This is an optimization exercise on Yosys and OpenROAD, whose aim is small area, a short achievable clock period and few clock cycles per item, not a production implementation.
Function was checked by simulation only, so behaviour that the tests miss may differ from the original.

Setup of the reference run:
==> module keyed_fifo_queue, before the edit <==
module keyed_fifo_queue #(
  parameter int unsigned Depth = kfq_pkg::DefaultDepth
) (
  input  logic        clk_i,
  input  logic        rst_ni,
  input  logic        cmd_valid_i,
  output logic        cmd_ready_o,
  input  logic [2:0]  cmd_command_i,
  input  logic [31:0] cmd_key_i,
  input  logic [31:0] cmd_value_i,
  output logic        rsp_valid_o,
  input  logic        rsp_ready_i,
  output logic [1:0]  rsp_status_o,
  output logic [31:0] rsp_key_o,
  output logic [31:0] rsp_value_o
);
  logic             a_v_q;
  logic             a_enq_q;    
  logic             a_dp_q;     
  logic             a_fr_q;     
  logic             a_take_q;   
  logic [31:0]      a_key_q, a_val_q;
  logic [Depth-1:0] a_cand_q;
  logic             b_v_q;
  logic             b_full_q;    
  logic             b_empty_q;   
  logic             b_fr_q;      
  logic [Depth-1:0] b_sel_q;
  logic [Depth-1:0]            valid_q;
  logic [Depth-1:0]            free_q;   
  logic [Depth-1:0][Depth-1:0] age_q;    
  logic [Depth-1:0][31:0]      slot_key;
  logic [Depth-1:0][31:0]      slot_val;
  logic             advance;
  logic             cmd_fire;
  logic             b_fire;
  logic [Depth-1:0] we;
  logic             blk_q;   
  assign advance     = !rsp_valid_o || rsp_ready_i;
  assign cmd_ready_o = !blk_q || rsp_ready_i;
  assign cmd_fire    = cmd_valid_i && cmd_ready_o;
  assign b_fire      = advance && a_v_q;
  logic             in_enq, in_dp, in_fr, in_take;
  logic             eq_wr;
  logic [Depth-1:0] match_d, cand_d;
  assign in_enq  = cmd_command_i == kfq_pkg::CMD_ENQUEUE;
  assign in_dp   = (cmd_command_i == kfq_pkg::CMD_DEQUEUE) || (cmd_command_i == kfq_pkg::CMD_PEEK);
  assign in_fr   = (cmd_command_i == kfq_pkg::CMD_FIND) || (cmd_command_i == kfq_pkg::CMD_REMOVE);
  assign in_take = (cmd_command_i == kfq_pkg::CMD_DEQUEUE) || (cmd_command_i == kfq_pkg::CMD_REMOVE);
  assign eq_wr   = cmd_key_i == a_key_q;
  for (genvar i = 0; i < Depth; i++) begin : g_match
    assign match_d[i] = we[i] ? eq_wr : (cmd_key_i == slot_key[i]);
    assign cand_d[i]  = in_dp || (in_fr && match_d[i]);
  end
  always_ff @(posedge clk_i or negedge rst_ni) begin
    if (!rst_ni) begin
      a_v_q <= 1'b0;
      blk_q <= 1'b0;
    end else begin
      if (cmd_ready_o) a_v_q <= cmd_valid_i;
      blk_q <= (cmd_ready_o ? cmd_valid_i : a_v_q) && (advance ? b_v_q : rsp_valid_o);
    end
  end
  always_ff @(posedge clk_i) begin
    if (cmd_fire) begin
      a_enq_q  <= in_enq;
      a_dp_q   <= in_dp;
      a_fr_q   <= in_fr;
      a_take_q <= in_take;
      a_key_q  <= cmd_key_i;
      a_val_q  <= cmd_value_i;
      a_cand_q <= cand_d;
    end
  end
  logic [Depth-1:0] cand, sel, alloc, remove;
  logic full, empty;
  assign full  = ~|free_q;
  assign empty = ~|valid_q;
  for (genvar i = 0; i < Depth; i++) begin : g_slot
    logic [Depth-1:0] older;   
    logic             beaten;
    assign cand[i] = valid_q[i] && a_cand_q[i];
    for (genvar j = 0; j < Depth; j++) begin : g_age
      if (j < i) begin : g_lo
        assign older[j] = age_q[j][i];
      end else if (j > i) begin : g_hi
        assign older[j] = !age_q[i][j];
      end else begin : g_eq
        assign older[j] = 1'b0;
      end
    end
    assign beaten   = |(cand & older);
    assign sel[i]   = cand[i] && !beaten;
    assign alloc[i] = a_enq_q && free_q[i];
    assign we[i]    = b_fire && alloc[i];
    kfq_cell u_cell (
      .clk_i  (clk_i),
      .we_i   (we[i]),
      .key_i  (a_key_q),
      .value_i(a_val_q),
      .key_o  (slot_key[i]),
      .value_o(slot_val[i])
    );
  end
  assign remove = sel & {Depth{a_take_q}};
  always_ff @(posedge clk_i or negedge rst_ni) begin
    if (!rst_ni) begin
      valid_q <= '0;
      b_v_q   <= 1'b0;
    end else if (advance) begin
      b_v_q <= a_v_q;
      if (a_v_q) valid_q <= (valid_q & ~remove) | alloc;
    end
  end
  always_ff @(posedge clk_i) begin
    if (advance) begin
      b_full_q   <= a_enq_q && full;
      b_empty_q  <= (a_dp_q || a_fr_q) && empty;
      b_fr_q     <= a_fr_q;
      b_sel_q    <= sel;
    end
  end
  logic [Depth-1:0] others, others_low, free_d;
  assign others = ~valid_q & ~free_q;
  for (genvar i = 0; i < Depth; i++) begin : g_low
    if (i == 0) begin : g_l0
      assign others_low[i] = others[i];
    end else begin : g_ln
      assign others_low[i] = others[i] && !(|others[i-1:0]);
    end
  end
  assign free_d = ((a_enq_q && !full) ? others_low : free_q) | (remove & {Depth{full}});
  always_ff @(posedge clk_i or negedge rst_ni) begin
    if (!rst_ni) begin
      free_q <= Depth'(1);
    end else if (b_fire) begin
      free_q <= free_d;
    end
  end
  for (genvar i = 0; i < Depth; i++) begin : g_age_row
    for (genvar j = i + 1; j < Depth; j++) begin : g_age_col
      always_ff @(posedge clk_i) begin
        if (b_fire && (alloc[i] || alloc[j])) begin
          age_q[i][j] <= alloc[j];
        end
      end
    end
    for (genvar j = 0; j <= i; j++) begin : g_age_unused
      assign age_q[i][j] = 1'b0;
    end
  end
  logic [1:0] status;
  always_comb begin
    status = kfq_pkg::STAT_OK;
    if (b_full_q) status = kfq_pkg::STAT_FULL;
    if (b_empty_q) status = kfq_pkg::STAT_EMPTY;
    else if (b_fr_q && !(|b_sel_q)) status = kfq_pkg::STAT_NOT_FOUND;
  end
  kfq_out_buf #(.Depth(Depth)) u_out_buf (
    .clk_i       (clk_i),
    .rst_ni      (rst_ni),
    .load_i      (advance),
    .valid_i     (b_v_q),
    .status_i    (status),
    .sel_i       (b_sel_q),
    .slot_key_i  (slot_key),
    .slot_val_i  (slot_val),
    .rsp_valid_o (rsp_valid_o),
    .rsp_status_o(rsp_status_o),
    .rsp_key_o   (rsp_key_o),
    .rsp_value_o (rsp_value_o)
  );
endmodule
==> flow/config.mk <==
export PLATFORM = sky130hd
export DESIGN_NAME = keyed_fifo_queue
export DESIGN_NICKNAME = keyed_fifo_queue
export VERILOG_FILES = /design/flow/design.v
export SDC_FILE = /design/flow/constraint.sdc
export NUM_CORES = 4
export LEC_CHECK = 0
export CAP_MARGIN = 20
export CORE_MARGIN = 2
export CORE_UTILIZATION = 55
export CTS_CLUSTER_DIAMETER = 120
export CTS_CLUSTER_SIZE = 24
export PLACE_DENSITY = 0.65
export SETUP_SLACK_MARGIN = 2.6
export SLEW_MARGIN = 20
==> flow/constraint.sdc <==
create_clock -name core_clock -period 5.0 [get_ports {clk_i}]
set_input_delay 1.0000 -clock core_clock [delete_from_list [all_inputs] [get_ports {clk_i}]]
set_output_delay 1.0000 -clock core_clock [all_outputs]
set_load 0.01 [all_outputs]
standard.sh (not shown) runs the stock make flow with config.mk's settings and CLKGATE_MAP_FILE= SYNTH_SCRIPT=/design/flow/synth_recipe.tcl, a recipe that flattens the netlist after the stock synthesis.
==> flow/flow/run.sh <==
#!/bin/bash
# The standard layout, with faster port buffers and cell resizing not tied to
# the cell footprint. The make output goes to standard_flow.log; ORFS keeps
# each step's log under orfs/logs/.
set -o pipefail
bash standard.sh \
  BUFFER_PORTS_ARGS="-buffer_cell sky130_fd_sc_hd__buf_4" \
  MATCH_CELL_FOOTPRINT=0 \
  finish > standard_flow.log 2>&1
Testbench counts of the reference run, summed over its fixed seeds: cycles 12,824, items 12,800.
The inputs of the trial run differ from those of the reference run as listed below.
diff --git a/flow/design.v b/flow/design.v
--- a/flow/design.v
+++ b/flow/design.v
@@ -119,9 +119,7 @@
   logic [31:0]      a_key_q, a_val_q;
   logic [Depth-1:0] a_cand_q;
   logic             b_v_q;
-  logic             b_full_q;    
-  logic             b_empty_q;   
-  logic             b_fr_q;      
+  logic [1:0]       b_status_q;
   logic [Depth-1:0] b_sel_q;
   logic [Depth-1:0]            valid_q;
   logic [Depth-1:0]            free_q;   
@@ -132,9 +130,8 @@
   logic             cmd_fire;
   logic             b_fire;
   logic [Depth-1:0] we;
-  logic             blk_q;   
   assign advance     = !rsp_valid_o || rsp_ready_i;
-  assign cmd_ready_o = !blk_q || rsp_ready_i;
+  assign cmd_ready_o = advance || !a_v_q;
   assign cmd_fire    = cmd_valid_i && cmd_ready_o;
   assign b_fire      = advance && a_v_q;
   logic             in_enq, in_dp, in_fr, in_take;
@@ -152,10 +149,8 @@
   always_ff @(posedge clk_i or negedge rst_ni) begin
     if (!rst_ni) begin
       a_v_q <= 1'b0;
-      blk_q <= 1'b0;
-    end else begin
-      if (cmd_ready_o) a_v_q <= cmd_valid_i;
-      blk_q <= (cmd_ready_o ? cmd_valid_i : a_v_q) && (advance ? b_v_q : rsp_valid_o);
+    end else if (cmd_ready_o) begin
+      a_v_q <= cmd_valid_i;
     end
   end
   always_ff @(posedge clk_i) begin
@@ -170,7 +165,8 @@
     end
   end
   logic [Depth-1:0] cand, sel, alloc, remove;
-  logic full, empty;
+  logic full, empty, any;
+  logic [1:0] status;
   assign full  = ~|free_q;
   assign empty = ~|valid_q;
   for (genvar i = 0; i < Depth; i++) begin : g_slot
@@ -199,7 +195,14 @@
       .value_o(slot_val[i])
     );
   end
+  assign any    = |cand;
   assign remove = sel & {Depth{a_take_q}};
+  always_comb begin
+    status = kfq_pkg::STAT_OK;
+    if (a_enq_q && full) status = kfq_pkg::STAT_FULL;
+    if ((a_dp_q || a_fr_q) && empty) status = kfq_pkg::STAT_EMPTY;
+    else if (a_fr_q && !any) status = kfq_pkg::STAT_NOT_FOUND;
+  end
   always_ff @(posedge clk_i or negedge rst_ni) begin
     if (!rst_ni) begin
       valid_q <= '0;
@@ -211,9 +214,7 @@
   end
   always_ff @(posedge clk_i) begin
     if (advance) begin
-      b_full_q   <= a_enq_q && full;
-      b_empty_q  <= (a_dp_q || a_fr_q) && empty;
-      b_fr_q     <= a_fr_q;
+      b_status_q <= status;
       b_sel_q    <= sel;
     end
   end
@@ -246,19 +247,12 @@
       assign age_q[i][j] = 1'b0;
     end
   end
-  logic [1:0] status;
-  always_comb begin
-    status = kfq_pkg::STAT_OK;
-    if (b_full_q) status = kfq_pkg::STAT_FULL;
-    if (b_empty_q) status = kfq_pkg::STAT_EMPTY;
-    else if (b_fr_q && !(|b_sel_q)) status = kfq_pkg::STAT_NOT_FOUND;
-  end
   kfq_out_buf #(.Depth(Depth)) u_out_buf (
     .clk_i       (clk_i),
     .rst_ni      (rst_ni),
     .load_i      (advance),
     .valid_i     (b_v_q),
-    .status_i    (status),
+    .status_i    (b_status_q),
     .sel_i       (b_sel_q),
     .slot_key_i  (slot_key),
     .slot_val_i  (slot_val),
[summary]
The trial run was carried through to the last stage, and its layout satisfied the timing, DRC and antenna checks.
For number of flip-flops and latches, the reference run and the trial run come out practically identical.
Number of nets in the layout, the trial run and the reference run: larger value in the trial run
Area added between synthesis and finish ends up lower on the reference run.
Of the two candidates, the reference run has the better cell area after layout and the trial run the worse one.
Clock skew delta (the trial run -> the reference run): insignificant
Looking at met1 demand-to-capacity share in global routing across the trial run and the reference run, the one that comes out lower is the reference run.
Compare the trial run and the reference run | worst path setup slack after routing higher: the reference run
Compared with the reference run, in the trial run post-route minimum period has increased, initial antenna violation count has decreased, count of cells resized by post-cts repair has increased.
Testbench counts of the trial run, summed over its fixed seeds: cycles 12,824, items 12,800.

==> afterwards: timing with drivers on the ports <==
The flow's constraints put no driver on any port. The routed layouts listed below were extracted and timed again, unchanged, in two steps. Step 1 assumes that a clkbuf_16 drives the clock port and a buf_2 every other input. Step 2, shift: input delay + t, output delay - t, t = (earliest + latest rising clock arrival at the registers) / 2. This alone moves slack from input paths to output paths. Three values: ideal ports, drivers, drivers and shift; two values: the first two.
run	t (ns)	setup slack, ns	pins driven straight from the clock port
the reference run	0.776	2.442 / 2.483 / 1.706	1
the trial run	0.771	2.419 / 2.475 / 1.704	1
After both steps setup and hold are still met in every run listed. The setup slack of the reference run, which loses most, moves by +0.041 ns with the drivers and by -0.736 ns with both steps.
